Background: an optimization exercise with open tools, aiming at small area, a short achievable clock period and few clock cycles. Do not read the settings as production practice. At most, simulation tests tie the RTL to the original design; equivalence was not proved. No functional check of the RTL was part of runs 1 to 3. Power figures rest on the tool's default switching activity, not on a simulated workload.

==> design.v <==
`default_nettype none
module register_file (
	input logic CLK,
	input logic nRST,
	input logic wen,
	input logic [4:0] wsel,
	input logic [31:0] wdat,
	input logic [4:0] rsel1,
	input logic [4:0] rsel2,
	output logic [31:0] rdat1,
	output logic [31:0] rdat2
);
	logic [31:0] regs [0:31];
	logic [31:0] vld;
	always_ff @(posedge CLK) begin
		if (wen && (wsel != '0)) begin
			regs[wsel] <= wdat;
		end
	end
	always_ff @(posedge CLK, negedge nRST) begin
		if (!nRST) begin
			vld <= '0;
		end else if (wen && (wsel != '0)) begin
			vld[wsel] <= 1'b1;
		end
	end
	assign rdat1 = regs[rsel1] & {32{vld[rsel1]}};
	assign rdat2 = regs[rsel2] & {32{vld[rsel2]}};
endmodule
`default_nettype wire
`default_nettype none
module cpu_top (
	input logic CLK,
	input logic nRST,
	output logic mem_ren,
	output logic mem_wen,
	output logic [31:0] mem_addr,
	output logic [31:0] mem_store,
	input logic [31:0] mem_load,
	input logic mem_ready,
	output logic halt
);
	localparam logic [5:0] OP_RTYPE = 6'h00;
	localparam logic [5:0] OP_BEQ = 6'h04;
	localparam logic [5:0] OP_ADDIU = 6'h09;
	localparam logic [5:0] OP_LW = 6'h23;
	localparam logic [5:0] OP_SW = 6'h2b;
	localparam logic [5:0] OP_HALT = 6'h3f;
	localparam logic [5:0] FN_ADDU = 6'h21;
	localparam logic [5:0] FN_SUBU = 6'h23;
	localparam logic [5:0] FN_AND = 6'h24;
	localparam logic [5:0] FN_OR = 6'h25;
	localparam logic [5:0] FN_SLT = 6'h2a;
	logic [31:2] fa;           
	logic fgo;                 
	logic squash;              
	logic [31:0] ir;
	logic ir_valid;
	logic dpend;               
	logic dact;                
	logic dwe;
	logic [31:0] daddr, sdata;
	logic [4:0] ldst;
	logic [5:0] op, fn;
	logic [4:0] rs, rt, rd;
	logic [31:0] immx;
	logic is_r, r_ok, is_addiu, is_lw, is_sw, is_beq, is_halt, is_mem;
	assign op = ir[31:26];
	assign fn = ir[5:0];
	assign rs = ir[25:21];
	assign rt = ir[20:16];
	assign rd = ir[15:11];
	assign immx = {{16{ir[15]}}, ir[15:0]};
	assign is_r = (op == OP_RTYPE);
	assign r_ok = is_r && ((fn == FN_ADDU) || (fn == FN_SUBU) || (fn == FN_AND)
		|| (fn == FN_OR) || (fn == FN_SLT));
	assign is_addiu = (op == OP_ADDIU);
	assign is_lw = (op == OP_LW);
	assign is_sw = (op == OP_SW);
	assign is_beq = (op == OP_BEQ);
	assign is_halt = (op == OP_HALT);
	assign is_mem = is_lw || is_sw;
	logic x_ok, x_fetch, x_squash, x_mem;
	logic [31:0] ra, rb, bop, bx, sum, result;
	logic [32:0] sum_c;
	logic sub, slt, eq;
	logic rf_wen;
	logic [4:0] rf_wsel;
	logic [31:0] rf_wdat;
	assign x_ok = ir_valid && !dact && !dpend;
	assign x_fetch = x_ok && !is_halt;
	assign x_mem = x_ok && is_mem;
	register_file u_rf (
		.CLK(CLK), .nRST(nRST), .wen(rf_wen), .wsel(rf_wsel), .wdat(rf_wdat),
		.rsel1(rs), .rsel2(rt), .rdat1(ra), .rdat2(rb)
	);
	assign sub = is_r && ((fn == FN_SUBU) || (fn == FN_SLT));
	assign bop = is_r ? rb : immx;
	assign bx = bop ^ {32{sub}};
	assign sum_c = {ra, 1'b1} + {bx, sub};
	assign sum = sum_c[32:1];
	assign slt = (ra[31] != rb[31]) ? ra[31] : sum[31];
	assign eq = (ra == rb);
	always_comb begin
		case (fn)
			FN_AND: result = ra & rb;
			FN_OR: result = ra | rb;
			FN_SLT: result = {31'b0, slt};
			default: result = sum;
		endcase
		if (!is_r) result = sum;
	end
	assign x_squash = x_ok && is_beq && (rs != rt) && eq;
	always_comb begin
		if (dact) begin
			rf_wen = !dwe && mem_ready;
			rf_wsel = ldst;
			rf_wdat = mem_load;
		end else begin
			rf_wen = x_ok && (r_ok || is_addiu);
			rf_wsel = is_r ? rd : rt;
			rf_wdat = result;
		end
	end
	logic f_act, f_done, d_done, sq_now, uncond;
	logic [29:0] fa_seq, fa_tgt, off;
	logic [15:0] imm_src;
	assign f_act = !dact && (fgo || x_fetch);
	assign f_done = f_act && mem_ready;
	assign d_done = dact && mem_ready;
	assign sq_now = squash || x_squash;
	assign uncond = (mem_load[31:26] == OP_BEQ) && (mem_load[25:21] == mem_load[20:16]);
	assign imm_src = sq_now ? ir[15:0] : mem_load[15:0];
	assign off = {{14{imm_src[15]}}, imm_src};
	assign fa_seq = fa + 30'd1;
	assign fa_tgt = fa + off + {29'd0, !sq_now};
	assign mem_ren = dact ? !dwe : (fgo || (ir_valid && !dpend && !is_halt));
	assign mem_wen = dact && dwe;
	assign mem_addr = dact ? daddr : {fa, 2'b00};
	assign mem_store = sdata;
	assign halt = ir_valid && is_halt && !dact && !dpend;
	always_ff @(posedge CLK, negedge nRST) begin
		if (!nRST) begin
			fa <= '0;
			fgo <= 1'b1;
			squash <= 1'b0;
			ir_valid <= 1'b0;
			dpend <= 1'b0;
			dact <= 1'b0;
		end else begin
			if (x_fetch) begin
				ir_valid <= 1'b0;
			end
			if (f_done) begin
				fgo <= sq_now;
				squash <= 1'b0;
				if (sq_now) begin
					fa <= fa_tgt;
				end else begin
					ir_valid <= 1'b1;
					fa <= uncond ? fa_tgt : fa_seq;
					if (dpend || x_mem) begin
						dact <= 1'b1;
						dpend <= 1'b0;
					end
				end
			end else if (f_act) begin
				fgo <= 1'b1;
				squash <= sq_now;
				dpend <= dpend || x_mem;
			end
			if (d_done) begin
				dact <= 1'b0;
			end
		end
	end
	always_ff @(posedge CLK) begin
		if (f_done && !sq_now) begin
			ir <= mem_load;
		end
		if (x_mem) begin
			daddr <= sum;
			sdata <= rb;
			dwe <= is_sw;
			ldst <= rt;
		end
	end
endmodule
`default_nettype wire
==> run.sh <==
#!/bin/bash
# synth_recipe.tcl (not shown) runs the flow's synth.tcl, then flattens the netlist and writes it again
# the make line also repeats each setting of config.mk as NAME=value (left out here)
make -C /OpenROAD-flow-scripts/flow DESIGN_CONFIG=/design/flow/config.mk WORK_HOME=/design/flow/orfs CLKGATE_MAP_FILE= SYNTH_SCRIPT=/design/flow/synth_recipe.tcl finish
==> config.mk <==
export PLATFORM = sky130hd
export DESIGN_NAME = cpu_top
export DESIGN_NICKNAME = cpu_top
export VERILOG_FILES = /design/flow/design.v
export SDC_FILE = /design/flow/constraint.sdc
export NUM_CORES = 4
export LEC_CHECK = 0
export CAP_MARGIN = 40
export CELL_PAD_IN_SITES_DETAIL_PLACEMENT = 1
export CELL_PAD_IN_SITES_GLOBAL_PLACEMENT = 2
export CORE_MARGIN = 2
export CORE_UTILIZATION = 25
export PLACE_DENSITY = 0.5
export SLEW_MARGIN = 20
==> constraint.sdc <==
create_clock -name core_clock -period 10.0 [get_ports {CLK}]
set_input_delay 2.0000 -clock core_clock [delete_from_list [all_inputs] [get_ports {CLK}]]
set_output_delay 2.0000 -clock core_clock [all_outputs]
set_load 0.01 [all_outputs]
==> results.txt, run 1 <==
worst hold path type=reg -> reg; I/O Buffers=101; DRT Pass-1 Iters=5; CP bufs+invs=2; final core occ=0.298; Skew-Pair Late Insertion Delay=0.83 ns; DR WL met2=112 mm; Post-Syn Area=0.0609 sq mm; io pins=102; top sig layer=met4; Crit path required time=10.69 ns; RSZ-0062 raised after global routing=no; top_reg_cell synth=edfxtp_1; final hold slack=0.480 ns; Setup TNS Final=0 ns; total gr overflow=0; YS warnings=2; metal3 WL=10.0 mm; Final Slew Violations=0; post-synthesis sequential area ratio=0.586; Peak VDD IR=0.179 mV; Post-CTS Hold Buffers=0; pre-CTS setup slack=0.700 ns; Post-synth EDFFs=1126; CP top delay family=compound AO/OA/AOI/OAI gates; Crit path depth=25; # DRC=0; FP Rows=181; worst-margin pin slew=0.897 ns; Setup Skew=0.0424 ns; post-CTS resize count=0; wl on met1=106 mm; Synth-to-Final Area Change=18.9%; Worst setup SP type=register; clk buf depth=3; CTS Buf Count=148; fillers=25000; # H-tree levels=4; crit path to=fa[29]; FFs w/ async S/R, synth=0.0557; Nets=3912; FF-to-FF End=fa[29]; Detail Route Antenna Nets=0; # setup viols final=0; Relative slew margins=0.396; total vias in the final route=36200; Mapped Nets=3693; die area=0.248 sq mm; total track usage=0.186; WP data arrival=9.81 ns; worst setup margin=0.877 ns; WS Path Type=reg -> reg; flops & latches, synth=1203; postcts setup bufs=0; largest net degree at the start of global routing=69; core area=0.243 sq mm; Pleak=23.7 nW; Reg-to-Reg Start=ir[16]; die height=498 um; vias per cell=5.11; clock slew at reported path FFs=0.06 ns; root buffer cell=clkbuf_16; maxcap violations=0; Syn Inst Count=3527; R2R cell count=25; PwrDens=289 mW/mm^2; Final period util=0.912; fmax=110 MHz; Final Wtd Congestion=0.795; min Tclk post-route=9.12 ns; status=complete, no violations; slowest CP cell=edfxtp_1; share of cells above drive strength 1=0.312; CP startpoint=ir[16]; HPWL Detailed=154 mm; R2R Setup Slk=0.88 ns; initial antenna violation count=7; final hold vios=0; synth unique cells=78; CTS tree=built; final WL=233 mm; wire per inst=32.9 um; Worst setup EP type=register; critical-path maximum fanout=32; Die Span X=498 um; syn avg cell area=17.3 sq um; CP max stage delay=0.81 ns; Initial Utilization=0.251; Starting DRT DRC Count=3221; vias in the first global route=38200; first-pass GRT wire length=324 mm; CTS sink count=1203
==> worst min-delay path by stage <==
stage | start | endpoint | slack, ns | depth (start not counted)
3_5_place_dp | u_rf.vld[14] | u_rf.vld[14] | 0.47 | 1
2_1_floorplan | u_rf.vld[14] | u_rf.vld[14] | 0.44 | 1
5_1_grt | u_rf.vld[14] | u_rf.vld[14] | 0.50 | 1
4_1_cts | u_rf.vld[14] | u_rf.vld[14] | 0.48 | 1
3_3_place_gp | u_rf.vld[14] | u_rf.vld[14] | 0.47 | 1
6_report | u_rf.vld[14] | u_rf.vld[14] | 0.48 | 1
==> placed cells by master, fill, tap and decap left out, types with 40 or more instances in the layout <==
master and n:
nor2_1 131, clkdlybuf4s50_1 100, mux2i_1 62, edfxtp_1 1126, buf_4 145, mux4_2 652
a21o_1 56, clkbuf_16 152, o21ai_0 76, nand2_1 131, inv_1 125, xnor2_1 78
mux2_2 57, dfrtp_1 65, clkbuf_1 40, ha_1 129, a21oi_1 138
==> synthesized netlist by cell type (5+ instances only) <==
library cell  instances  share of area
a2111oi_0            11         0.0016
a211oi_1             20         0.0025
a21o_1               56         0.0069
a21oi_1             156          0.013
a221o_1              10         0.0016
a221oi_1              7         0.0010
a22oi_1               5        0.00062
a31o_2               20         0.0029
a31oi_1              14         0.0014
and2_1               11         0.0011
and3_1               25         0.0026
buf_1                64         0.0039
buf_2                10        0.00082
clkbuf_1            156         0.0096
dfrtp_1              66          0.027
dfxtp_1              10         0.0033
edfxtp_1           1126           0.55
ha_1                129          0.026
inv_1               125         0.0077
mux2_2               57          0.011
mux2i_1              62          0.010
mux4_2              652           0.24
nand2_1             131         0.0081
nand2b_1             39         0.0040
nand3_1              37         0.0030
nand4_1              14         0.0014
nor2_1              166          0.010
nor2b_1               9        0.00092
nor3_1               30         0.0025
nor3b_1               7        0.00086
nor4_1               11         0.0011
o21a_1               13         0.0016
o21ai_0              77         0.0063
o21bai_1              8        0.00099
o22ai_1              10         0.0010
o31ai_1               6        0.00074
or3_1                 6        0.00062
xnor2_1              78          0.011
xor2_1               21         0.0030
==> logic make-up after synthesis <==
group                    count (synthesis)  synth area share
AO/OA/AOI/OAI                          461            0.0492
XOR/XNOR                               100            0.0146
flip-flops                            1203             0.586
multiplexers                           772             0.262
buffers and inverters                  356            0.0221
AND/OR/NAND/NOR                        504            0.0389
adder cells (fa/ha/maj)                131            0.0272
==> cell type report <==
cell class | count | area, sq um | area share
clock inverter | 77 | 657 | 0.00907
tap | 3202 | 4010 | 0.0553
inverter | 126 | 473 | 0.00653
multi-input combinational | 1968 | 24300 | 0.336
antenna | 3 | 7.51 | 0.000104
timing repair buffer | 299 | 3240 | 0.0447
sequential | 1203 | 35700 | 0.493
clock buffer | 196 | 4010 | 0.0553
==> power breakdown <==
part           switching, mW  internal (mW)
clock                   2.29           3.00
combinational           4.85           3.39
sequential             0.472           6.95
==> sequential cells by signal (all words and copies together) (netlist names), 5 cells and up, named ones only <==
register,count
u_rf.regs,1024
daddr,32
ir,32
sdata,32
u_rf.vld,32
fa,30
ldst,5
==> through the flow <==
stage	area [sq um]	power (mW)	cells
final	72400	20.9	7074
after global routing	72400	21.9	7073
after CTS	72400	21.2	7070
after detailed placement	67700	15.9	6797
after global placement	67000	15.8	6761
after floorplan	60900	12.3	3527
==> metal layers <==
layer,GRT usage,vias to the layer above
li1,-,15000
met1,0.262,20000
met2,0.304,925
met3,0.0268,228
met4,0.0420,0
met5,0,-
==> run 2: changes to the inputs <==
--- a/design.v
+++ b/design.v
@@ -10,22 +10,37 @@
 	output logic [31:0] rdat1,
 	output logic [31:0] rdat2
 );
-	logic [31:0] regs [0:31];
-	logic [31:0] vld;
+	logic [31:0] regs [1:31];
+	logic [31:1] vld;
+	logic [31:0] rword [0:31];
+	logic [31:0] rvld;
 	always_ff @(posedge CLK) begin
-		if (wen && (wsel != '0)) begin
-			regs[wsel] <= wdat;
+		for (int i = 1; i < 32; i++) begin
+			if (wen && (wsel == 5'(i))) begin
+				regs[i] <= wdat;
+			end
 		end
 	end
 	always_ff @(posedge CLK, negedge nRST) begin
 		if (!nRST) begin
 			vld <= '0;
-		end else if (wen && (wsel != '0)) begin
-			vld[wsel] <= 1'b1;
-		end
-	end
-	assign rdat1 = regs[rsel1] & {32{vld[rsel1]}};
-	assign rdat2 = regs[rsel2] & {32{vld[rsel2]}};
+		end else begin
+			for (int i = 1; i < 32; i++) begin
+				if (wen && (wsel == 5'(i))) begin
+					vld[i] <= 1'b1;
+				end
+			end
+		end
+	end
+	always_comb begin
+		rword[0] = '0;
+		for (int i = 1; i < 32; i++) begin
+			rword[i] = regs[i];
+		end
+	end
+	assign rvld = {vld, 1'b0};
+	assign rdat1 = rword[rsel1] & {32{rvld[rsel1]}};
+	assign rdat2 = rword[rsel2] & {32{rvld[rsel2]}};
 endmodule
 `default_nettype wire
 `default_nettype none
@@ -123,17 +138,15 @@
 		end
 	end
 	logic f_act, f_done, d_done, sq_now, uncond;
-	logic [29:0] fa_seq, fa_tgt, off;
-	logic [15:0] imm_src;
+	logic [29:0] fa_seq, fa_ld, fa_br;
 	assign f_act = !dact && (fgo || x_fetch);
 	assign f_done = f_act && mem_ready;
 	assign d_done = dact && mem_ready;
 	assign sq_now = squash || x_squash;
 	assign uncond = (mem_load[31:26] == OP_BEQ) && (mem_load[25:21] == mem_load[20:16]);
-	assign imm_src = sq_now ? ir[15:0] : mem_load[15:0];
-	assign off = {{14{imm_src[15]}}, imm_src};
 	assign fa_seq = fa + 30'd1;
-	assign fa_tgt = fa + off + {29'd0, !sq_now};
+	assign fa_ld = fa + {{14{mem_load[15]}}, mem_load[15:0]} + 30'd1;
+	assign fa_br = fa + {{14{ir[15]}}, ir[15:0]};
 	assign mem_ren = dact ? !dwe : (fgo || (ir_valid && !dpend && !is_halt));
 	assign mem_wen = dact && dwe;
 	assign mem_addr = dact ? daddr : {fa, 2'b00};
@@ -155,10 +168,10 @@
 				fgo <= sq_now;
 				squash <= 1'b0;
 				if (sq_now) begin
-					fa <= fa_tgt;
+					fa <= fa_br;
 				end else begin
 					ir_valid <= 1'b1;
-					fa <= uncond ? fa_tgt : fa_seq;
+					fa <= uncond ? fa_ld : fa_seq;
 					if (dpend || x_mem) begin
 						dact <= 1'b1;
 						dpend <= 1'b0;
--- a/config.mk
+++ b/config.mk
@@ -5,10 +5,12 @@
 export SDC_FILE = /design/flow/constraint.sdc
 export NUM_CORES = 4
 export LEC_CHECK = 0
+export ABC_CLOCK_PERIOD_IN_PS = 4000
 export CAP_MARGIN = 40
 export CELL_PAD_IN_SITES_DETAIL_PLACEMENT = 1
 export CELL_PAD_IN_SITES_GLOBAL_PLACEMENT = 2
 export CORE_MARGIN = 2
 export CORE_UTILIZATION = 25
 export PLACE_DENSITY = 0.5
+export SETUP_SLACK_MARGIN = 5
 export SLEW_MARGIN = 20
==> results.txt, run 2 <==
Largest register FFs=992 (was 1024); Final Wtd Congestion=0.885 (was 0.795); status=complete, no violations (unchanged); Initial Utilization=0.251 (about the same); Worst setup SP type=register (unchanged); Worst setup EP type=register (unchanged); CP max stage delay=0.41 ns (was 0.81 ns); Synth-to-Final Area Change=40.8% (was 18.9%); largest net degree at the start of global routing=41 (was 69); top-count cell post-synth=edfxtp_1 (unchanged); first-pass GRT wire length=466 mm (was 324 mm); cell mode on critical path=buf_4; maxcap violations=0 (unchanged); Crit path required time=10.57 ns (was 10.69 ns); vias in the first global route=49800 (was 38200); Die Span X=478 um (was 498 um); wire per inst=43.2 um (was 32.9 um); synth unique cells=89 (was 78); Skew-Pair Late Insertion Delay=0.83 ns (about the same); Post-Syn Area=0.0563 sq mm (was 0.0609 sq mm); # DRC=0 (unchanged); io pins=102 (unchanged); Endpoint, Worst Hold=u_rf.vld[10] (was u_rf.vld[14]); Crit path depth=29 (was 25); FF-to-FF End=u_rf.regs[21][19] (was fa[29]); post-synthesis sequential area ratio=0.613 (was 0.586); share of cells above drive strength 1=0.311 (was 0.312); CP bufs+invs=10 (was 2); total track usage=0.300 (was 0.186); Reg-to-Reg Start=ir[25] (was ir[16]); DRT Pass-1 Iters=8 (was 5); Peak VDD IR=0.185 mV (was 0.179 mV); min Tclk post-route=6.00 ns (was 9.12 ns); worst-margin pin slew=0.892 ns (was 0.897 ns); final hold slack=0.487 ns (was 0.480 ns); share of the synthesized area in the top cell type=0.584 (was 0.555); Starting DRT DRC Count=7954 (was 3221); Nets=5397 (was 3912); fmax=167 MHz (was 110 MHz); FP Rows=174 (was 181); pre-CTS setup slack=2.29 ns (was 0.700 ns); CP top delay family=compound AO/OA/AOI/OAI gates (unchanged); worst setup margin=4.00 ns (was 0.877 ns); Post-CTS Hold Buffers=0 (unchanged); CTS tree=built (unchanged); Relative slew margins=0.405 (was 0.396); R2R cell count=29 (was 25); Area contributors post-synth=edfxtp_1 58%, a22oi_1 6.9%, ha_1 3.4% (was edfxtp_1 55%, mux4_2 24%, dfrtp_1 2.7%); die area=0.229 sq mm (was 0.248 sq mm); Final Slew Violations=0 (unchanged); PwrDens=271 mW/mm^2 (was 289 mW/mm^2); Post-synth top cells=1094 x edfxtp_1, 518 x a22oi_1, 248 x nor2_1 (was 1126 x edfxtp_1, 652 x mux4_2, 166 x nor2_1); initial antenna violation count=14 (was 7); R2R Setup Slk=4.00 ns (was 0.88 ns); root buffer cell=clkbuf_16 (unchanged); final WL=359 mm (was 233 mm); FFs w/ async S/R, synth=0.0569 (was 0.0557); # setup viols final=0 (unchanged); most frequent cells in the layout=1094 x edfxtp_1, 516 x a22oi_1, 452 x buf_4 (was 1126 x edfxtp_1, 652 x mux4_2, 152 x clkbuf_16); Design Power=21.5 mW (was 20.9 mW); critical-path maximum fanout=15 (was 32); CTS sink count=1160 (was 1203); WP data arrival=6.56 ns (was 9.81 ns); HPWL Detailed=221 mm (was 154 mm); Final period util=0.600 (was 0.912); WS Path Type=reg -> reg (unchanged); # H-tree levels=4 (unchanged); core area=0.224 sq mm (was 0.243 sq mm); largest reg by FF count=u_rf.regs (unchanged); slowest CP cell=edfxtp_1 (unchanged); Syn Inst Count=4343 (was 3527); Post-synth EDFFs=1094 (was 1126); clock slew at reported path FFs=0.06 ns (about the same); Pleak=27.1 nW (was 23.7 nW); total vias in the final route=50600 (was 36200); flops & latches, synth=1160 (was 1203); commonest non-fill, non-tap cell in the layout=edfxtp_1 (unchanged); YS warnings=4 (was 2); syn avg cell area=13.0 sq um (was 17.3 sq um); RSZ-0062 raised after global routing=yes (was no); total gr overflow=0 (unchanged); Setup TNS Final=0 ns (unchanged); Mapped Nets=4534 (was 3693); die height=478 um (was 498 um); Detail Route Antenna Nets=0 (unchanged); worst hold path type=reg -> reg (unchanged); final hold vios=0 (unchanged); clk buf depth=3 (unchanged); hold path start=u_rf.vld[10] (was u_rf.vld[14]); Setup Skew=0.0405 ns (was 0.0424 ns); I/O Buffers=101 (unchanged); vias per cell=6.09 (was 5.11); Worst Hold Depth=1 (unchanged); area leader, netlist=edfxtp_1 (unchanged); CTS Buf Count=139 (was 148); top_reg_cell synth=edfxtp_1 (unchanged)
==> run 2: cell types whose count changed in the layout (fill, tap and decap cells not counted), moves of 42 or more <==
| cell | delta |
|---|---|
| mux4_2 | -641 |
| a222oi_1 | +42 |
| buf_4 | +307 |
| nand3_1 | +45 |
| a22oi_1 | +511 |
| buf_6 | +155 |
| buf_12 | +143 |
| and3_1 | +90 |
| a22o_1 | +189 |
| nand4_1 | +62 |
| nor2_4 | +89 |
| a221oi_1 | +147 |
==> run 2: layer usage <==
layer  wire [um]  up-vias  track usage
li1            -    19400            -
met1      138000    26300        0.381
met2      160000     3798        0.477
met3       37000     1078       0.0727
met4       23600        2        0.150
met5          13        -            0
==> run 2: how the worst max path moves through the flow <==
stage / start / end / slack (ns)
2_1_floorplan: ir[16] / u_rf.regs[10][0] / 4.63
3_3_place_gp: ir[20] / u_rf.regs[16][24] / 1.60
3_5_place_dp: ir[19] / u_rf.regs[20][30] / 2.29
4_1_cts: ir[17] / u_rf.regs[14][30] / 4.10
5_1_grt: ir[19] / u_rf.regs[3][0] / 3.88
6_report: ir[25] / u_rf.regs[21][19] / 4.00
==> run 2: kinds of logic after synthesis <==
family                     synth area share
xor gates and xnor gates             0.0209
adders and majority gates            0.0350
and+or+nand+nor                      0.0820
DFF                                   0.613
AOI/OAI and AO/OA                     0.196
buffers and inverters                0.0306
muxes                                0.0221
==> run 2: cell type report <==
type / instances / area [sq um]
Sequential cell: 1160 / 34500
Timing Repair Buffer: 995 / 12200
Tap cell: 2992 / 3740
Inverter: 165 / 623
Clock buffer: 178 / 3800
Fill cell: 23400 / 145000
Antenna cell: 8 / 20.0
Multi-Input combinational cell: 2745 / 23700
Clock inverter: 71 / 653
==> run 2: metrics by stage <==
stage	utilization	cells	cell area (sq um)
5_1_grt	0.353	8311	79200
4_1_cts	0.342	8183	76600
3_3_place_gp	0.281	7409	63100
6_report	0.353	8314	79200
2_1_floorplan	-	4343	56900
3_5_place_dp	0.287	7487	64500
==> run 2: timing repair <==
action	CTS	global route
setup endpoints to repair	1532	1012
gates cloned	39	20
resized for setup	634	250
buffers inserted	408	101
pin swaps	145	123
==> run 2: where the power goes <==
part / total [mW] / leakage, nW / internal (mW) / switching (mW)
clock network: 5.15 / 2.18 / 2.95 / 2.20
registers: 6.68 / 10.7 / 6.47 / 0.210
logic: 9.68 / 14.2 / 4.23 / 5.45
==> run 3: changes to the inputs <==
--- a/design.v
+++ b/design.v
@@ -12,8 +12,6 @@
 );
 	logic [31:0] regs [1:31];
 	logic [31:1] vld;
-	logic [31:0] rword [0:31];
-	logic [31:0] rvld;
 	always_ff @(posedge CLK) begin
 		for (int i = 1; i < 32; i++) begin
 			if (wen && (wsel == 5'(i))) begin
@@ -32,15 +30,19 @@
 			end
 		end
 	end
+	logic [31:1] sel1, sel2;
 	always_comb begin
-		rword[0] = '0;
 		for (int i = 1; i < 32; i++) begin
-			rword[i] = regs[i];
-		end
-	end
-	assign rvld = {vld, 1'b0};
-	assign rdat1 = rword[rsel1] & {32{rvld[rsel1]}};
-	assign rdat2 = rword[rsel2] & {32{rvld[rsel2]}};
+			sel1[i] = (rsel1 == 5'(i)) && vld[i];
+			sel2[i] = (rsel2 == 5'(i)) && vld[i];
+		end
+		rdat1 = '0;
+		rdat2 = '0;
+		for (int i = 1; i < 32; i++) begin
+			rdat1 = rdat1 | (regs[i] & {32{sel1[i]}});
+			rdat2 = rdat2 | (regs[i] & {32{sel2[i]}});
+		end
+	end
 endmodule
 `default_nettype wire
 `default_nettype none
@@ -105,10 +107,15 @@
 	assign x_ok = ir_valid && !dact && !dpend;
 	assign x_fetch = x_ok && !is_halt;
 	assign x_mem = x_ok && is_mem;
+	logic wb_v;
+	logic [4:0] wb_sel;
+	logic [31:0] wb_dat, rf_a, rf_b;
 	register_file u_rf (
-		.CLK(CLK), .nRST(nRST), .wen(rf_wen), .wsel(rf_wsel), .wdat(rf_wdat),
-		.rsel1(rs), .rsel2(rt), .rdat1(ra), .rdat2(rb)
+		.CLK(CLK), .nRST(nRST), .wen(wb_v), .wsel(wb_sel), .wdat(wb_dat),
+		.rsel1(rs), .rsel2(rt), .rdat1(rf_a), .rdat2(rf_b)
 	);
+	assign ra = (wb_v && (wb_sel == rs)) ? wb_dat : rf_a;
+	assign rb = (wb_v && (wb_sel == rt)) ? wb_dat : rf_b;
 	assign sub = is_r && ((fn == FN_SUBU) || (fn == FN_SLT));
 	assign bop = is_r ? rb : immx;
 	assign bx = bop ^ {32{sub}};
@@ -128,12 +135,12 @@
 	assign x_squash = x_ok && is_beq && (rs != rt) && eq;
 	always_comb begin
 		if (dact) begin
-			rf_wen = !dwe && mem_ready;
+			rf_wen = !dwe && mem_ready && (ldst != '0);
 			rf_wsel = ldst;
 			rf_wdat = mem_load;
 		end else begin
-			rf_wen = x_ok && (r_ok || is_addiu);
 			rf_wsel = is_r ? rd : rt;
+			rf_wen = x_ok && (r_ok || is_addiu) && (rf_wsel != '0);
 			rf_wdat = result;
 		end
 	end
@@ -187,7 +194,16 @@
 			end
 		end
 	end
+	always_ff @(posedge CLK, negedge nRST) begin
+		if (!nRST) begin
+			wb_v <= 1'b0;
+		end else begin
+			wb_v <= rf_wen;
+		end
+	end
 	always_ff @(posedge CLK) begin
+		wb_sel <= rf_wsel;
+		wb_dat <= rf_wdat;
 		if (f_done && !sq_now) begin
 			ir <= mem_load;
 		end
--- a/config.mk
+++ b/config.mk
@@ -12,5 +12,4 @@
 export CORE_MARGIN = 2
 export CORE_UTILIZATION = 25
 export PLACE_DENSITY = 0.5
-export SETUP_SLACK_MARGIN = 5
 export SLEW_MARGIN = 20
==> results.txt, run 3 <==
Detail Route Antenna Nets=0 (unchanged); final hold slack=0.499 ns (was 0.487 ns); area leader, netlist=edfxtp_1 (unchanged); Area contributors post-synth=edfxtp_1 57%, a22oi_1 5.8%, ha_1 3.4% (was edfxtp_1 58%, a22oi_1 6.9%, ha_1 3.4%); WS Path Type=reg -> reg (unchanged); post-synthesis sequential area ratio=0.615 (was 0.613); first-pass GRT wire length=446 mm (was 466 mm); initial antenna violation count=25 (was 14); DP Area=0.0638 sq mm (was 0.0645 sq mm); Worst setup SP type=register (unchanged); I/O Buffers=101 (unchanged); FP Rows=175 (was 174); pre-CTS setup slack=2.89 ns (was 2.29 ns); postcts setup bufs=0 (was 408); fmax=136 MHz (was 167 MHz); total track usage=0.283 (was 0.300); io pins=102 (unchanged); Post-Syn Area=0.0573 sq mm (was 0.0563 sq mm); Setup Skew=0.0459 ns (was 0.0405 ns); vias per cell=6.15 (was 6.09); FFs w/ async S/R, synth=0.0559 (was 0.0569); top-count cell post-synth=edfxtp_1 (unchanged); Die Span X=483 um (was 478 um); PwrDens=228 mW/mm^2 (was 271 mW/mm^2); share of the synthesized area in the top cell type=0.573 (was 0.584); CTS tree=built (unchanged); # H-tree levels=4 (unchanged); final hold vios=0 (unchanged); status=complete, no violations (unchanged); fillers=24400 (was 23400); Crit path required time=10.67 ns (was 10.57 ns); largest net degree at the start of global routing=55 (was 41); CTS sink count=1198 (was 1160); final instance area=0.0686 sq mm (was 0.0792 sq mm); clock slew at reported path FFs=0.06 ns (about the same); DRT Pass-1 Iters=7 (was 8); Final period util=0.735 (was 0.600); Final Wtd Congestion=0.896 (was 0.885); # setup viols final=0 (unchanged); maxcap violations=0 (unchanged); Peak VDD IR=0.204 mV (was 0.185 mV); Setup TNS Final=0 ns (unchanged); min Tclk post-route=7.35 ns (was 6.00 ns); critical-path maximum fanout=19 (was 15); RSZ-0062 raised after global routing=no (was yes); Initial Utilization=0.252 (was 0.251); vias in the first global route=47500 (was 49800); Mapped Nets=4684 (was 4534); Nets=4884 (was 5397); CTS Buf Count=145 (was 139); flops & latches, synth=1198 (was 1160); YS warnings=3 (was 4); worst setup margin=2.65 ns (was 4.00 ns); HPWL Detailed=216 mm (was 221 mm); cells along the critical path=nor3b_2, and3_2, buf_4, a221oi_1, nand3_1, nor4_1, a31oi_1, buf_4, xor2_1, o21ai_0, ha_1, o21a_1, o21a_1, o21a_1, nor2_1, o21ai_0, nand3_1, a31oi_1, and4b_4, o31ai_1, xor2_1, a221o_1; top_reg_cell synth=edfxtp_1 (unchanged); share of cells above drive strength 1=0.136 (was 0.311); Final Slew Violations=0 (unchanged); WP data arrival=8.03 ns (was 6.56 ns); Relative slew margins=0.387 (was 0.405); die height=483 um (was 478 um); final WL=338 mm (was 359 mm); root buffer cell=clkbuf_16 (unchanged); commonest non-fill, non-tap cell in the layout=edfxtp_1 (unchanged); total gr overflow=0 (unchanged); Largest register FFs=992 (unchanged); worst-margin pin slew=0.919 ns (was 0.892 ns); Post-synth EDFFs=1094 (unchanged); synth unique cells=88 (was 89); # DRC=0 (unchanged); Post-CTS Hold Buffers=0 (unchanged); slowest CP cell=edfxtp_1 (unchanged); post-CTS resize count=0 (was 634); worst hold path type=reg -> reg (unchanged); Pleak=23.5 nW (was 27.1 nW); Starting DRT DRC Count=8160 (was 7954); Post-synth top cells=1094 x edfxtp_1, 440 x a22oi_1, 219 x clkbuf_1 (was 1094 x edfxtp_1, 518 x a22oi_1, 248 x nor2_1); syn avg cell area=12.8 sq um (was 13.0 sq um); Skew-Pair Late Insertion Delay=0.84 ns (was 0.83 ns); total vias in the final route=48100 (was 50600); core area=0.228 sq mm (was 0.224 sq mm); wire per inst=43.3 um (was 43.2 um); most frequent cells in the layout=1094 x edfxtp_1, 440 x a22oi_1, 216 x a221oi_1 (was 1094 x edfxtp_1, 516 x a22oi_1, 452 x buf_4); cell mode on critical path=o21a_1 (was buf_4); largest reg by FF count=u_rf.regs (unchanged); Synth-to-Final Area Change=19.6% (was 40.8%); clk buf depth=3 (unchanged); Syn Inst Count=4493 (was 4343); Worst setup EP type=register (unchanged); die area=0.233 sq mm (was 0.229 sq mm); CP max stage delay=0.91 ns (was 0.41 ns)
-- run 3: changes by cell type in the layout (fill, tap and decap cells not counted), moves of 76 or more --
cell	change
buf_4	-242
buf_12	-163
buf_6	-154
nor2_4	-98
and3_1	-97
nand3_1	+84
nand2_1	+83
a22oi_1	-76
-- run 3: worst paths after layout --
kind | start | end | slack, ns | cells past startpoint
setup / recovery | ir[19] | wb_dat[31] | 2.65 | 22
hold / removal | ldst[4] | wb_sel[4] | 0.50 | 2
setup reg to reg | ir[19] | wb_dat[31] | 2.65 | 22
hold reg to reg | ldst[4] | wb_sel[4] | 0.50 | 2
max in group asynchronous | nRST | dact | 7.74 | 2
min in group asynchronous | nRST | fa[22] | 1.16 | 1
-- run 3: report_power, final --
group,switching (mW),internal [mW]
clock,2.29,3.08
sequential,0.326,6.32
combinational,2.50,1.14
total,5.11,10.5
-- run 3: metal layers --
layer,wire (um),global-route usage
met5,21,0
met4,16700,0.126
met3,32600,0.0554
met2,151000,0.441
met1,138000,0.380
-- run 3: kinds of logic (layout without fill, tap and decap cells) --
group | count (synthesis) | count (layout) | synth area share
AO/OA/AOI/OAI | 1449 | 1449 | 0.192
adder cells (fa/ha/maj) | 156 | 156 | 0.0343
other | 0 | 5 | 0
AND/OR/NAND/NOR | 1024 | 1024 | 0.0931
buffers and inverters | 448 | 761 | 0.0302
flip-flops | 1198 | 1198 | 0.615
XOR/XNOR | 155 | 155 | 0.0237
multiplexers | 63 | 63 | 0.0116
-- run 3: stage by stage --
stage | std cells | power [mW] | util
final | 7820 | 15.7 | 0.301
after global routing | 7817 | 16.2 | 0.301
after CTS | 7810 | 15.7 | 0.301
after detailed placement | 7550 | 10.3 | 0.280
after global placement | 7511 | 10.3 | 0.276
after floorplan | 4493 | 8.58 | -
-- run 3: layout make-up --
class	count	area, sq um	share of cell area
flip-flops and latches	1198	35300	0.514
repair buffers	356	3640	0.0531
clock inverters	73	747	0.0109
clock buffers	187	3920	0.0572
well taps	3009	3760	0.0549
inverters	145	544	0.00793
diodes	5	12.5	0.000182
multi-input cells	2847	20700	0.302
-- run 3: critical path: cells and delay by family, from the launching register on --
family / cells / cell delay, ns
adders and majority gates: 1 / 0.39
DFF: 1 / 0.91
AOI/OAI and AO/OA: 10 / 2.48
xor gates and xnor gates: 2 / 0.53
and+or+nand+nor: 7 / 1.92
buffers and inverters: 2 / 0.87
==> run 4: changes to the inputs <==
--- a/design.v
+++ b/design.v
@@ -5,8 +5,8 @@
 	input logic wen,
 	input logic [4:0] wsel,
 	input logic [31:0] wdat,
-	input logic [4:0] rsel1,
-	input logic [4:0] rsel2,
+	input logic [31:1] rsel1,
+	input logic [31:1] rsel2,
 	output logic [31:0] rdat1,
 	output logic [31:0] rdat2
 );
@@ -32,10 +32,8 @@
 	end
 	logic [31:1] sel1, sel2;
 	always_comb begin
-		for (int i = 1; i < 32; i++) begin
-			sel1[i] = (rsel1 == 5'(i)) && vld[i];
-			sel2[i] = (rsel2 == 5'(i)) && vld[i];
-		end
+		sel1 = rsel1 & vld;
+		sel2 = rsel2 & vld;
 		rdat1 = '0;
 		rdat2 = '0;
 		for (int i = 1; i < 32; i++) begin
@@ -73,6 +71,7 @@
 	logic squash;              
 	logic [31:0] ir;
 	logic ir_valid;
+	logic [31:1] rs_oh, rt_oh;
 	logic dpend;               
 	logic dact;                
 	logic dwe;
@@ -112,7 +111,7 @@
 	logic [31:0] wb_dat, rf_a, rf_b;
 	register_file u_rf (
 		.CLK(CLK), .nRST(nRST), .wen(wb_v), .wsel(wb_sel), .wdat(wb_dat),
-		.rsel1(rs), .rsel2(rt), .rdat1(rf_a), .rdat2(rf_b)
+		.rsel1(rs_oh), .rsel2(rt_oh), .rdat1(rf_a), .rdat2(rf_b)
 	);
 	assign ra = (wb_v && (wb_sel == rs)) ? wb_dat : rf_a;
 	assign rb = (wb_v && (wb_sel == rt)) ? wb_dat : rf_b;
@@ -204,8 +203,12 @@
 	always_ff @(posedge CLK) begin
 		wb_sel <= rf_wsel;
 		wb_dat <= rf_wdat;
-		if (f_done && !sq_now) begin
+		if (f_done) begin
 			ir <= mem_load;
+			for (int i = 1; i < 32; i++) begin
+				rs_oh[i] <= (mem_load[25:21] == 5'(i));
+				rt_oh[i] <= (mem_load[20:16] == 5'(i));
+			end
 		end
 		if (x_mem) begin
 			daddr <= sum;
==> config.mk (replaced) <==
export PLATFORM = sky130hd
export DESIGN_NAME = cpu_top
export DESIGN_NICKNAME = cpu_top
export VERILOG_FILES = /design/flow/design.v
export SDC_FILE = /design/flow/constraint.sdc
export NUM_CORES = 4
export LEC_CHECK = 0
export CAP_MARGIN = 40
export CELL_PAD_IN_SITES_DETAIL_PLACEMENT = 1
export CELL_PAD_IN_SITES_GLOBAL_PLACEMENT = 2
export CORE_MARGIN = 2
export CORE_UTILIZATION = 45
export CTS_BUF_LIST = sky130_fd_sc_hd__clkbuf_4 sky130_fd_sc_hd__clkbuf_8
export PLACE_DENSITY = 0.6
export SETUP_SLACK_MARGIN = 5
export SLEW_MARGIN = 20
==> results.txt, run 4 <==
top-count cell post-synth=edfxtp_1 (unchanged); Skew-Pair Late Insertion Delay=0.99 ns (was 0.84 ns); Post-Syn Area=0.0590 sq mm (was 0.0573 sq mm); DRT Pass-1 Iters=10 (was 7); Inst Count DP=6313 (was 7550); R2R cell count=20 (was 22); worst-margin pin slew=1.02 ns (was 0.919 ns); Detail Route Antenna Nets=0 (unchanged); io pins=102 (unchanged); Register Area=0.0372 sq mm (was 0.0353 sq mm); FP Rows=132 (was 175); area leader, netlist=edfxtp_1 (unchanged); PwrDens=299 mW/mm^2 (was 228 mW/mm^2); die height=366 um (was 483 um); commonest non-fill, non-tap cell in the layout=edfxtp_1 (unchanged); Worst setup SP type=register (unchanged); total gr overflow=0 (unchanged); Nets=5187 (was 4884); FF-to-FF End=wb_dat[8] (was wb_dat[31]); most frequent cells in the layout=1156 x edfxtp_1, 466 x a22oi_1, 262 x buf_4 (was 1094 x edfxtp_1, 440 x a22oi_1, 216 x a221oi_1); top_reg_cell synth=edfxtp_1 (unchanged); Synth-to-Final Area Change=22.6% (was 19.6%); Starting DRT DRC Count=11400 (was 8160); worst hold path type=reg -> reg (unchanged); WS Path Type=reg -> reg (unchanged); first-pass GRT wire length=436 mm (was 446 mm); CTS sink count=1260 (was 1198); cell mode on critical path=buf_4 (was o21a_1); post-synthesis sequential area ratio=0.630 (was 0.615); share of the synthesized area in the top cell type=0.589 (was 0.573); total track usage=0.476 (was 0.283); Reg-to-Reg Start=u_rf.vld[3] (was ir[19]); WP data arrival=6.14 ns (was 8.03 ns); final hold slack=0.472 ns (was 0.499 ns); slowest CP cell=xnor2_1 (was edfxtp_1); critical-path maximum fanout=26 (was 19); Layout Cells excl Fill=6947 (was 7820); cells along the critical path=buf_4, and2_4, buf_12, a22oi_2, nand4_1, nor3_2, nand4_1, o21a_2, ha_4, o21a_1, o21a_1, o211ai_1, o21ai_2, buf_4, buf_4, a21o_1, a21oi_1, xnor2_1, a211oi_1, a21oi_1 (was nor3b_2, and3_2, buf_4, a221oi_1, nand3_1, nor4_1, a31oi_1, buf_4, xor2_1, o21ai_0, ha_1, o21a_1, o21a_1, o21a_1, nor2_1, o21ai_0, nand3_1, a31oi_1, and4b_4, o31ai_1, xor2_1, a221o_1); flops & latches, synth=1260 (was 1198); Peak VDD IR=0.172 mV (was 0.204 mV); Largest register FFs=992 (unchanged); total vias in the final route=52800 (was 48100); final instance area=0.0723 sq mm (was 0.0686 sq mm); vias in the first global route=50100 (was 47500); Crit path required time=10.85 ns (was 10.67 ns); Relative slew margins=0.311 (was 0.387); status=complete, no violations (unchanged); vias per cell=7.60 (was 6.15); Final period util=0.529 (was 0.735); RSZ-0062 raised after global routing=yes (was no); Final Slew Violations=0 (unchanged); CTS tree=built (unchanged); R2R Setup Slk=4.71 ns (was 2.65 ns); Worst setup EP type=register (unchanged); Post-CTS Hold Buffers=0 (unchanged); Final Wtd Congestion=0.984 (was 0.896); # DRC=0 (unchanged); # H-tree levels=4 (unchanged); final hold vios=0 (unchanged); crit path to=wb_dat[8] (was wb_dat[31]); Setup Skew=0.0577 ns (was 0.0459 ns); final WL=332 mm (was 338 mm); Area contributors post-synth=edfxtp_1 59%, a22oi_1 6.0%, ha_1 3.3% (was edfxtp_1 57%, a22oi_1 5.8%, ha_1 3.4%); clk buf depth=3 (unchanged); synth unique cells=78 (was 88); I/O Buffers=101 (unchanged); Die Span X=366 um (was 483 um); FFs w/ async S/R, synth=0.0532 (was 0.0559); min Tclk post-route=5.29 ns (was 7.35 ns); core area=0.130 sq mm (was 0.228 sq mm); YS warnings=3 (unchanged); Multi-input gate area=0.0221 sq mm (was 0.0207 sq mm); Setup TNS Final=0 ns (unchanged); DP Area=0.0634 sq mm (was 0.0638 sq mm); Pleak=25.4 nW (was 23.5 nW); clock slew at reported path FFs=0.06 ns (about the same); maxcap violations=0 (unchanged); fillers=12800 (was 24400); initial antenna violation count=26 (was 25); largest net degree at the start of global routing=66 (was 55); largest reg by FF count=u_rf.regs (unchanged); Post-synth EDFFs=1156 (was 1094); CP max stage delay=0.66 ns (was 0.91 ns); # setup viols final=0 (unchanged); wire per inst=47.8 um (was 43.3 um); Post-synth top cells=1156 x edfxtp_1, 469 x a22oi_1, 208 x a221oi_1 (was 1094 x edfxtp_1, 440 x a22oi_1, 219 x clkbuf_1); CTS Buf Count=210 (was 145); share of cells above drive strength 1=0.224 (was 0.136); syn avg cell area=13.0 sq um (was 12.8 sq um); root buffer cell=clkbuf_8 (was clkbuf_16); CP startpoint=u_rf.vld[3] (was ir[19]); Initial Utilization=0.454 (was 0.252); Design Power=21.6 mW (was 15.7 mW); Syn Inst Count=4536 (was 4493); Mapped Nets=4727 (was 4684); fmax=189 MHz (was 136 MHz); die area=0.134 sq mm (was 0.233 sq mm); HPWL Detailed=197 mm (was 216 mm)
## run 4: changes by cell type after synthesis, moves of 30 or more
| cell | before | now |
|---|---|---|
| and2_1 | 16 | 46 |
| and3_1 | 76 | 20 |
| edfxtp_1 | 1094 | 1156 |
| nand2_1 | 214 | 140 |
| nand3_1 | 166 | 201 |
| nand4_1 | 115 | 146 |
| nor2_1 | 160 | 191 |
| nor3_1 | 75 | 123 |
| xnor2_1 | 69 | 106 |
| xor2_1 | 86 | 49 |
## run 4: layout make-up
cell class	count	share of cell area
clock inverter	118	0.0124
sequential	1260	0.514
tap	1742	0.0301
clock buffer	279	0.0477
antenna	24	0.000831
timing repair buffer	520	0.0815
multi-input combinational	2857	0.306
inverter	147	0.00767
## run 4: cell families after synthesis
group,synth area share
mux,0.0116
fa+ha+maj,0.0334
simple gates,0.0888
buf+inv,0.0270
compound gates,0.186
flops,0.630
xor+xnor,0.0230
## run 4: report_power, final
group | switching (mW) | internal [mW]
clock network | 2.37 | 2.51
logic | 5.97 | 3.47
registers | 0.451 | 6.84
## run 4: per-layer routing
layer,part of all wire,track usage
met1,0.35,0.602
met5,0.0010,0.00392
met2,0.41,0.660
met4,0.087,0.339
met3,0.16,0.191
## run 4: metrics by stage
stage | utilization | setup WS, ns
3_5_place_dp | 0.489 | 3.43
4_1_cts | 0.539 | 4.97
3_3_place_gp | 0.484 | 3.13
5_1_grt | 0.557 | 4.66
6_report | 0.557 | 4.71
2_1_floorplan | - | 5.09
## run 4: repair_timing
action,CTS,global route
pin swaps,67,135
setup endpoints to repair,108,81
cloned,7,9
buffers inserted,81,110
resized for setup,305,247
## run 4: worst max-delay path: cells and delay by family, from the launching register on
family / cells / cell delay (ns)
compound gates: 10 / 1.97
xor+xnor: 1 / 0.66
fa+ha+maj: 1 / 0.30
buf+inv: 4 / 0.62
flops: 1 / 0.42
simple gates: 4 / 1.06
## run 4: worst min path at each step
stage / end / from / slack, ns / depth (start not counted)
2_1_floorplan: wb_sel[4] / ldst[4] / 0.44 / 2
5_1_grt: fa[31] / fa[31] / 0.50 / 1
3_3_place_gp: ir_valid / ir_valid / 0.45 / 2
3_5_place_dp: fa[31] / fa[31] / 0.46 / 1
4_1_cts: fa[31] / fa[31] / 0.47 / 1
6_report: fa[31] / fa[31] / 0.47 / 1
Testbench counts of run 4, summed over its fixed seeds: cycles 46,604.
==> run 5: changes to the inputs <==
==> config.mk (replaced) <==
export PLATFORM = sky130hd
export DESIGN_NAME = cpu_top
export DESIGN_NICKNAME = cpu_top
export VERILOG_FILES = /design/flow/design.v
export SDC_FILE = /design/flow/constraint.sdc
export NUM_CORES = 4
export LEC_CHECK = 0
export ABC_CLOCK_PERIOD_IN_PS = 3500
export CAP_MARGIN = 40
export CELL_PAD_IN_SITES_DETAIL_PLACEMENT = 1
export CELL_PAD_IN_SITES_GLOBAL_PLACEMENT = 2
export CORE_MARGIN = 2
export CORE_UTILIZATION = 25
export PLACE_DENSITY = 0.5
export SETUP_SLACK_MARGIN = 5
export SLEW_MARGIN = 20
==> results.txt, run 5 <==
Largest register FFs=992 (unchanged); PwrDens=307 mW/mm^2 (was 299 mW/mm^2); top_reg_cell synth=edfxtp_1 (unchanged); share of cells above drive strength 1=0.213 (was 0.224); CTS tree=built (unchanged); FFs w/ async S/R, synth=0.0532 (unchanged); NetSw=9.22 mW (was 8.80 mW); largest net degree at the start of global routing=54 (was 66); Sequential Power Share=0.317 (was 0.337); # DRC=0 (unchanged); total track usage=0.294 (was 0.476); core area=0.235 sq mm (was 0.130 sq mm); Syn Inst Count=4536 (unchanged); critical-path maximum fanout=10 (was 26); Final Wtd Congestion=0.873 (was 0.984); Post-synth top cells=1156 x edfxtp_1, 469 x a22oi_1, 208 x a221oi_1 (unchanged); Final Slew Violations=0 (unchanged); first-pass GRT wire length=471 mm (was 436 mm); Peak VDD IR=0.217 mV (was 0.172 mV); commonest non-fill, non-tap cell in the layout=edfxtp_1 (unchanged); share of the synthesized area in the top cell type=0.589 (unchanged); DRT Pass-1 Iters=9 (was 10); Initial Utilization=0.251 (was 0.454); io pins=102 (unchanged); CTS sink count=1260 (unchanged); Area contributors post-synth=edfxtp_1 59%, a22oi_1 6.0%, ha_1 3.3% (unchanged); Post-Syn Area=0.0590 sq mm (unchanged); maxcap violations=0 (unchanged); Nets=5172 (was 5187); Skew-Pair Late Insertion Delay=0.85 ns (was 0.99 ns); final WL=368 mm (was 332 mm); YS warnings=3 (unchanged); RSZ-0062 raised after global routing=yes (unchanged); hold path start=ir_valid (was fa[31]); Die Span X=490 um (was 366 um); Reg-to-Reg Start=u_rf.vld[10] (was u_rf.vld[3]); die area=0.240 sq mm (was 0.134 sq mm); CP startpoint=u_rf.vld[10] (was u_rf.vld[3]); root buffer cell=clkbuf_16 (was clkbuf_8); min Tclk post-route=5.09 ns (was 5.29 ns); Setup TNS Final=0 ns (unchanged); I/O Buffers=101 (unchanged); area leader, netlist=edfxtp_1 (unchanged); Clk pwr share=0.252 (was 0.226); Post-synth EDFFs=1156 (unchanged); total gr overflow=0 (unchanged); syn avg cell area=13.0 sq um (unchanged); HPWL Detailed=219 mm (was 197 mm); Comb power frac=0.431 (was 0.437); Worst setup SP type=register (unchanged); flops & latches, synth=1260 (unchanged); WP data arrival=5.65 ns (was 6.14 ns); largest reg by FF count=u_rf.regs (unchanged); clock slew at reported path FFs=0.06 ns (about the same); Worst setup EP type=register (unchanged); Pleak=25.7 nW (was 25.4 nW); Detail Route Antenna Nets=0 (unchanged); Synth-to-Final Area Change=27.2% (was 22.6%); Post-CTS Hold Buffers=0 (unchanged); Mapped Nets=4727 (unchanged); fmax=197 MHz (was 189 MHz); most frequent cells in the layout=1156 x edfxtp_1, 468 x a22oi_1, 315 x buf_4 (was 1156 x edfxtp_1, 466 x a22oi_1, 262 x buf_4); synth unique cells=78 (unchanged); # setup viols final=0 (unchanged); # H-tree levels=4 (unchanged); Final period util=0.509 (was 0.529); wire per inst=44.4 um (was 47.8 um); vias in the first global route=48600 (was 50100); Relative slew margins=0.374 (was 0.311); Design Power=23.0 mW (was 21.6 mW); fillers=24800 (was 12800); worst-margin pin slew=0.939 ns (was 1.02 ns); top-count cell post-synth=edfxtp_1 (unchanged); post-synthesis sequential area ratio=0.630 (unchanged); die height=490 um (was 366 um); total vias in the final route=50500 (was 52800); worst hold path type=reg -> reg (unchanged); vias per cell=6.10 (was 7.60); status=complete, no violations (unchanged); WS Path Type=reg -> reg (unchanged); clk buf depth=3 (unchanged); Setup Skew=0.0343 ns (was 0.0577 ns); FP Rows=178 (was 132); Starting DRT DRC Count=8265 (was 11400); Crit path required time=10.56 ns (was 10.85 ns); internal power=13.8 mW (was 12.8 mW); final hold vios=0 (unchanged); Switching Fraction=0.400 (was 0.407); CTS Buf Count=152 (was 210); initial antenna violation count=25 (was 26)
==> run 5: cell counts after synthesis <==
No cell type changed its count.
==> run 5: kinds of logic after synthesis <==
kind of cell	count (synthesis)	synth area share
AO/OA/AOI/OAI	1454	0.186
XOR/XNOR	155	0.0230
adder cells (fa/ha/maj)	156	0.0334
buffers and inverters	424	0.0270
flip-flops	1260	0.630
multiplexers	65	0.0116
AND/OR/NAND/NOR	1022	0.0888
==> run 5: stage by stage <==
| step | utilization | hold WS (ns) | setup slack (ns) | instance area [sq um] | cells |
|---|---|---|---|---|---|
| after detailed placement | 0.279 | 0.467 | 2.97 | 65500 | 7757 |
| after global routing | 0.319 | 0.520 | 4.86 | 75000 | 8258 |
| after floorplan | - | 0.438 | 5.09 | 59000 | 4536 |
| after global placement | 0.276 | 0.477 | 2.79 | 64900 | 7723 |
| after CTS | 0.311 | 0.479 | 4.97 | 73000 | 8152 |
| final | 0.319 | 0.476 | 4.91 | 75000 | 8270 |
==> run 5: worst paths after layout <==
path                            cells past startpoint  slack (ns)         to
worst max-delay path                               21        4.91  daddr[28]
worst min register to register                      2        0.48   ir_valid
worst max register to register                     21        4.91  daddr[28]
min in group asynchronous                           1        1.06      fa[9]
max in group asynchronous                           3        7.88        fgo
worst min-delay path                                2        0.48   ir_valid
==> run 5: power groups by stage <==
| stage | Sequential (mW) | Clock [mW] | Combinational, mW |
|---|---|---|---|
| final | 7.30 | 5.79 | 9.93 |
| after CTS | 7.29 | 5.86 | 8.89 |
| after global placement | 7.47 | 0 | 7.83 |
| after detailed placement | 7.39 | 0 | 7.99 |
| after floorplan | 7.40 | 0 | 4.08 |
| after global routing | 7.33 | 6.01 | 10.3 |
==> run 5: layout make-up <==
class,instances,area (sq um),area share
antenna,14,35.0,0.000467
clock buffer,190,4110,0.0548
clock inverter,89,931,0.0124
timing repair buffer,565,6180,0.0824
multi-input combinational,2855,22100,0.295
inverter,147,554,0.00739
sequential,1260,37200,0.495
tap,3150,3940,0.0525
==> run 5: what timing repair did <==
action | CTS | global route
gates resized for setup | 317 | 205
pin swaps | 70 | 122
gates cloned | 5 | 9
setup buffers | 111 | 95
setup endpoints to repair | 99 | 58
endpoints found under the hold margin | 0 | 0
==> run 5: critical path: stages, from the launching register on <==
cell and delay (ns):
dfrtp_2 0.50, and2_4 0.28, buf_6 0.24, a22o_1 0.28, a221oi_1 0.24, nand4_1 0.15, nor3_2 0.19, a31oi_1 0.12
buf_4 0.22, xnor2_2 0.15, o21ai_2 0.22, ha_4 0.25, a21o_1 0.21, a21oi_2 0.21, o22ai_2 0.14, a311oi_4 0.33
o21bai_4 0.16, nor3_4 0.26, o31ai_4 0.11, buf_4 0.16, a31oi_4 0.22, xnor2_1 0.11
==> run 5: metal layers <==
layer | share of wire | global-route usage | up-vias
met1 | 0.40 | 0.391 | 26500
met5 | 0.00025 | 0 | -
met2 | 0.44 | 0.453 | 3671
met3 | 0.10 | 0.0605 | 923
li1 | - | - | 19400
met4 | 0.060 | 0.145 | 14
==> run 6: changes to the inputs <==
--- a/config.mk
+++ b/config.mk
@@ -5,12 +5,14 @@
 export SDC_FILE = /design/flow/constraint.sdc
 export NUM_CORES = 4
 export LEC_CHECK = 0
-export ABC_CLOCK_PERIOD_IN_PS = 3500
 export CAP_MARGIN = 40
 export CELL_PAD_IN_SITES_DETAIL_PLACEMENT = 1
 export CELL_PAD_IN_SITES_GLOBAL_PLACEMENT = 2
 export CORE_MARGIN = 2
 export CORE_UTILIZATION = 25
+export CTS_CLUSTER_DIAMETER = 80
+export CTS_CLUSTER_SIZE = 20
 export PLACE_DENSITY = 0.5
 export SETUP_SLACK_MARGIN = 5
 export SLEW_MARGIN = 20
+export TNS_END_PERCENT = 10
==> results.txt, run 6 <==
status=complete, no violations (unchanged); # DRC=0 (unchanged); cell mode on critical path=nand4_1 (was buf_4); area leader, netlist=edfxtp_1 (unchanged); Sequential Power Share=0.343 (was 0.317); internal power=12.4 mW (was 13.8 mW); top_reg_cell synth=edfxtp_1 (unchanged); total gr overflow=0 (unchanged); flops & latches, synth=1260 (unchanged); largest reg by FF count=u_rf.regs (unchanged); io pins=102 (unchanged); min Tclk post-route=5.16 ns (was 5.09 ns); Post-Syn Area=0.0590 sq mm (unchanged); Clk pwr share=0.206 (was 0.252); Skew-Pair Late Insertion Delay=0.81 ns (was 0.85 ns); Starting DRT DRC Count=7891 (was 8265); slowest CP cell=or4b_2 (was dfrtp_2); Post-synth top cells=1156 x edfxtp_1, 469 x a22oi_1, 208 x a221oi_1 (unchanged); Worst setup EP type=register (unchanged); Setup TNS Final=0 ns (unchanged); worst hold path type=reg -> reg (unchanged); Post-synth EDFFs=1156 (unchanged); clk buf depth=3 (unchanged); Setup Skew=0.0618 ns (was 0.0343 ns); share of the synthesized area in the top cell type=0.589 (unchanged); vias in the first global route=48000 (was 48600); core area=0.235 sq mm (unchanged); Design Power=21.2 mW (was 23.0 mW); vias per cell=6.11 (was 6.10); YS warnings=3 (unchanged); synth unique cells=78 (unchanged); root buffer cell=clkbuf_16 (unchanged); wl on met1=147 mm (about the same); Final period util=0.516 (was 0.509); most frequent cells in the layout=1156 x edfxtp_1, 468 x a22oi_1, 289 x buf_4 (was 1156 x edfxtp_1, 468 x a22oi_1, 315 x buf_4); Pleak=24.6 nW (was 25.7 nW); Final Wtd Congestion=0.873 (unchanged); Comb power frac=0.451 (was 0.431); top-count cell post-synth=edfxtp_1 (unchanged); wire per inst=44.4 um (about the same); Die Span X=490 um (unchanged); largest net degree at the start of global routing=54 (unchanged); CTS tree=built (unchanged); Crit path required time=10.69 ns (was 10.56 ns); initial antenna violation count=22 (was 25); post-synthesis sequential area ratio=0.630 (unchanged); Area contributors post-synth=edfxtp_1 59%, a22oi_1 6.0%, ha_1 3.3% (unchanged); Detail Route Antenna Nets=0 (unchanged); total vias in the final route=49700 (was 50500); PwrDens=293 mW/mm^2 (was 307 mW/mm^2); WS Path Type=reg -> reg (unchanged); WP data arrival=5.85 ns (was 5.65 ns); DRT Pass-1 Iters=6 (was 9); Nets=5081 (was 5172); Synth-to-Final Area Change=23.0% (was 27.2%); Switching Fraction=0.418 (was 0.400); worst-margin pin slew=0.947 ns (was 0.939 ns); Final Slew Violations=0 (unchanged); HPWL Detailed=219 mm (unchanged); FP Rows=178 (unchanged); top sig layer=met5 (unchanged); total track usage=0.291 (was 0.294); # H-tree levels=3 (was 4); final hold vios=0 (unchanged); commonest non-fill, non-tap cell in the layout=edfxtp_1 (unchanged); Worst setup SP type=register (unchanged); # setup viols final=0 (unchanged); CTS sink count=1260 (unchanged); metal3 WL=34.2 mm (was 37.5 mm); Post-CTS Hold Buffers=0 (unchanged); die height=490 um (unchanged); CP top delay family=simple AND/OR/NAND/NOR gates (was compound AO/OA/AOI/OAI gates); cells along the critical path=and2_4, buf_12, a22o_1, a221oi_1, nand4_1, nor3_1, nand4_1, o21a_4, ha_1, nor4_4, nand4_1, nor3_4, a21o_4, nand2_2, or4b_2, nand3_1 (was and2_4, buf_6, a22o_1, a221oi_1, nand4_1, nor3_2, a31oi_1, buf_4, xnor2_2, o21ai_2, ha_4, a21o_1, a21oi_2, o22ai_2, a311oi_4, o21bai_4, nor3_4, o31ai_4, buf_4, a31oi_4, xnor2_1); CP max stage delay=0.67 ns (was 0.50 ns); CP bufs+invs=1 (was 3); Mapped Nets=4727 (unchanged); syn avg cell area=13.0 sq um (unchanged); RSZ-0062 raised after global routing=yes (unchanged); CTS Buf Count=97 (was 152); clock slew at reported path FFs=0.09 ns (was 0.06 ns); final WL=361 mm (was 368 mm); Peak VDD IR=0.157 mV (was 0.217 mV); first-pass GRT wire length=467 mm (was 471 mm); Initial Utilization=0.251 (unchanged); fmax=194 MHz (was 197 MHz); maxcap violations=0 (unchanged); share of cells above drive strength 1=0.191 (was 0.213); Largest register FFs=992 (unchanged); Syn Inst Count=4536 (unchanged); DR WL met2=160 mm (was 161 mm); critical-path maximum fanout=26 (was 10); Relative slew margins=0.369 (was 0.374); I/O Buffers=101 (unchanged); NetSw=8.89 mW (was 9.22 mW); die area=0.240 sq mm (unchanged); FFs w/ async S/R, synth=0.0532 (unchanged)
==> run 6: cell counts after synthesis <==
No cell type changed its count.
==> run 6: what timing repair did <==
item                                    CTS  global route
resized for setup                       294           156
endpoints found under the setup margin   98            75
cloned                                    4             2
buffers inserted                         88            90
pin swaps                                57           105
==> run 6: cell type report <==
class,count,area (sq um)
timing repair buffer,530,5730
sequential,1260,37200
multi-input combinational,2854,21800
tap,3150,3940
clock inverter,71,866
antenna,10,25.0
fill,24900,162000
inverter,147,554
clock buffer,107,2460
==> run 6: power by group through the flow <==
stage          Combinational [mW]  Sequential [mW]  Clock [mW]
3_3_place_gp                 7.83             7.47           0
2_1_floorplan                4.08             7.40           0
4_1_cts                      8.79             7.28        4.42
6_report                     9.57             7.29        4.38
5_1_grt                      9.96             7.32        4.56
3_5_place_dp                 7.99             7.39           0
==> run 6: path summary, 6_finish.rpt <==
path | end | slack [ns] | startpoint | depth (start not counted)
min reg2reg | ir_valid | 0.48 | ir_valid | 2
max reg2reg | fa[30] | 4.84 | rs_oh[6] | 16
max in group asynchronous | fgo | 7.83 | nRST | 3
min in group asynchronous | fa[9] | 1.15 | nRST | 1
min | ir_valid | 0.48 | ir_valid | 2
max | fa[30] | 4.84 | rs_oh[6] | 16
==> run 6: cell families (layout without fill, tap and decap cells) <==
logic type	count (synthesis)	after routing	share of synthesized area
AOI/OAI and AO/OA	1454	1454	0.186
adders and majority gates	156	156	0.0334
and+or+nand+nor	1022	1024	0.0888
xor gates and xnor gates	155	155	0.0230
muxes	65	65	0.0116
DFF	1260	1260	0.630
buffers and inverters	424	855	0.0270
other	0	10	0
==> run 6: layer usage <==
| layer | global-route usage | vias to the layer above |
|---|---|---|
| li1 | - | 19200 |
| met1 | 0.387 | 26300 |
| met2 | 0.453 | 3463 |
| met3 | 0.0580 | 823 |
| met4 | 0.138 | 12 |
| met5 | 0.00141 | - |
==> run 6: metrics by stage <==
step	cell area, sq um	utilization	hold slack (ns)	instances	setup slack (ns)
after floorplan	59000	-	0.438	4536	5.09
after global placement	64900	0.276	0.477	7723	2.79
after detailed placement	65500	0.279	0.467	7757	2.97
after CTS	70900	0.302	0.481	8027	4.92
after global routing	72500	0.309	0.521	8121	4.79
final	72500	0.309	0.479	8129	4.84
==> run 6: worst min-delay path: cells and delay by family (launching register included) <==
family	cells	cell delay [ns]
flops	1	0.34
simple gates	2	0.11
==> run 7: changes to the inputs <==
--- a/config.mk
+++ b/config.mk
@@ -11,7 +11,7 @@
 export CORE_MARGIN = 2
 export CORE_UTILIZATION = 25
 export CTS_CLUSTER_DIAMETER = 80
-export CTS_CLUSTER_SIZE = 20
+export CTS_CLUSTER_SIZE = 30
 export PLACE_DENSITY = 0.5
 export SETUP_SLACK_MARGIN = 5
 export SLEW_MARGIN = 20
==> results.txt, run 7 <==
root buffer cell=clkbuf_16 (unchanged); Pleak=24.7 nW (was 24.6 nW); internal power=12.2 mW (was 12.4 mW); Final period util=0.518 (was 0.516); Worst setup EP type=register (unchanged); core area=0.235 sq mm (unchanged); die area=0.240 sq mm (unchanged); Comb power frac=0.449 (was 0.451); largest reg by FF count=u_rf.regs (unchanged); PwrDens=293 mW/mm^2 (about the same); CTS tree=built (unchanged); Layout Cells excl Fill=8141 (was 8129); Worst setup SP type=register (unchanged); most frequent cells in the layout=1156 x edfxtp_1, 466 x a22oi_1, 308 x buf_4 (was 1156 x edfxtp_1, 468 x a22oi_1, 289 x buf_4); clock slew at reported path FFs=0.09 ns (about the same); adder-cell share of the synthesized area=0.0334 (unchanged); Starting DRT DRC Count=8270 (was 7891); total gr overflow=0 (unchanged); share of cells above drive strength 1=0.194 (was 0.191); status=complete, no violations (unchanged); final WL=363 mm (was 361 mm); worst-margin pin slew=0.937 ns (was 0.947 ns); YS warnings=3 (unchanged); synth unique cells=78 (unchanged); final hold vios=0 (unchanged); NetSw=9.06 mW (was 8.89 mW); WP data arrival=5.68 ns (was 5.85 ns); first-pass GRT wire length=467 mm (about the same); Switching Fraction=0.425 (was 0.418); Peak VDD IR=0.146 mV (was 0.157 mV); Post-synth EDFFs=1156 (unchanged); # DRC=0 (unchanged); I/O Buffers=101 (unchanged); post-synthesis sequential area ratio=0.630 (unchanged); vias in the first global route=47800 (was 48000); critical-path maximum fanout=18 (was 26); fmax=193 MHz (was 194 MHz); DRT Pass-1 Iters=7 (was 6); Setup Skew=0.0762 ns (was 0.0618 ns); Post-CTS Hold Buffers=0 (unchanged); Nets=5094 (was 5081); FFs w/ async S/R, synth=0.0532 (unchanged); Sequential Power Share=0.342 (was 0.343); Post-Syn Area=0.0590 sq mm (unchanged); Synth-to-Final Area Change=23.4% (was 23.0%); Detail Route Antenna Nets=0 (unchanged); # H-tree levels=3 (unchanged); Syn Inst Count=4536 (unchanged); wire per inst=44.6 um (was 44.4 um); # setup viols final=0 (unchanged); Initial Utilization=0.251 (unchanged); largest net degree at the start of global routing=54 (unchanged); clk buf depth=3 (unchanged); vias per cell=6.13 (was 6.11); Synth Area in Compound Gates=0.186 (unchanged); top-count cell post-synth=edfxtp_1 (unchanged); share of the synthesized area in the top cell type=0.589 (unchanged); Skew-Pair Late Insertion Delay=0.83 ns (was 0.81 ns); Final Slew Violations=0 (unchanged); Crit path required time=10.50 ns (was 10.69 ns); io pins=102 (unchanged); Die Span X=490 um (unchanged); top_reg_cell synth=edfxtp_1 (unchanged); area leader, netlist=edfxtp_1 (unchanged); FP Rows=178 (unchanged); R2R cell count=19 (was 16); Worst Hold Depth=2 (unchanged); Relative slew margins=0.375 (was 0.369); Largest register FFs=992 (unchanged); commonest non-fill, non-tap cell in the layout=edfxtp_1 (unchanged); Clk pwr share=0.209 (was 0.206)
==> run 7: critical path, cell delays in order, from the launching register on <==
cell and delay (ns):
dfrtp_1 0.42, and2_2 0.19, buf_6 0.20, a22o_1 0.27, a221oi_1 0.26, nand3_1 0.19, nor3_2 0.21, a31oi_2 0.20
xnor2_1 0.19, o21ai_1 0.17, ha_2 0.34, a2111oi_1 0.41, o2bb2ai_1 0.23, o21ai_4 0.17, a311oi_4 0.30, o21bai_4 0.16
nor3_4 0.26, o31ai_4 0.12, a221oi_2 0.37, xnor2_1 0.13
==> run 7: worst paths after layout <==
path | startpoint | slack (ns) | end
setup / recovery | u_rf.vld[11] | 4.82 | daddr[30]
hold / removal | ir_valid | 0.48 | ir_valid
setup reg to reg | u_rf.vld[11] | 4.82 | daddr[30]
hold reg to reg | ir_valid | 0.48 | ir_valid
max in group asynchronous | nRST | 7.83 | fgo
min in group asynchronous | nRST | 1.14 | fa[9]
==> run 7: logic make-up (layout without fill, tap and decap cells) <==
family                   Yosys count  in the layout
AO/OA/AOI/OAI                   1454           1454
flip-flops                      1260           1260
AND/OR/NAND/NOR                 1022           1025
buffers and inverters            424            870
adder cells (fa/ha/maj)          156            156
XOR/XNOR                         155            155
multiplexers                      65             65
other                              0              6
==> run 7: repair_timing <==
item | 4_1_cts | 5_1_grt
cloned | 4 | 6
setup endpoints to repair | 98 | 73
setup buffers | 92 | 98
gates resized for setup | 294 | 149
pin swaps | 59 | 90
==> run 7: layer usage <==
layer	vias to the layer above	GRT usage	wire length, um
li1	19200	-	-
met1	26300	0.389	147000
met2	3527	0.453	161000
met3	851	0.0574	35600
met4	16	0.133	19500
met5	-	0.00121	133
==> run 7: cell type report <==
cell class	count	area (sq um)
fillers	24800	162000
flip-flops and latches	1260	37200
multi-input cells	2855	21800
clock inverters	79	1090
repair buffers	545	5870
clock buffers	99	2370
inverters	147	554
well taps	3150	3940
diodes	6	15.0
==> run 7: metrics by stage <==
stage | instance area, sq um | hold slack, ns | setup slack, ns
5_1_grt | 72700 | 0.521 | 4.73
3_3_place_gp | 64900 | 0.477 | 2.79
6_report | 72800 | 0.477 | 4.82
2_1_floorplan | 59000 | 0.438 | 5.09
4_1_cts | 71100 | 0.481 | 4.93
3_5_place_dp | 65500 | 0.467 | 2.97
==> run 7: power by group through the flow <==
| stage | Clock (mW) | Sequential, mW | Combinational (mW) |
|---|---|---|---|
| floorplan | 0 | 7.40 | 4.08 |
| global placement | 0 | 7.47 | 7.83 |
| detailed placement | 0 | 7.39 | 7.99 |
| CTS | 4.50 | 7.27 | 8.80 |
| global route | 4.65 | 7.32 | 9.95 |
| finish | 4.45 | 7.29 | 9.56 |
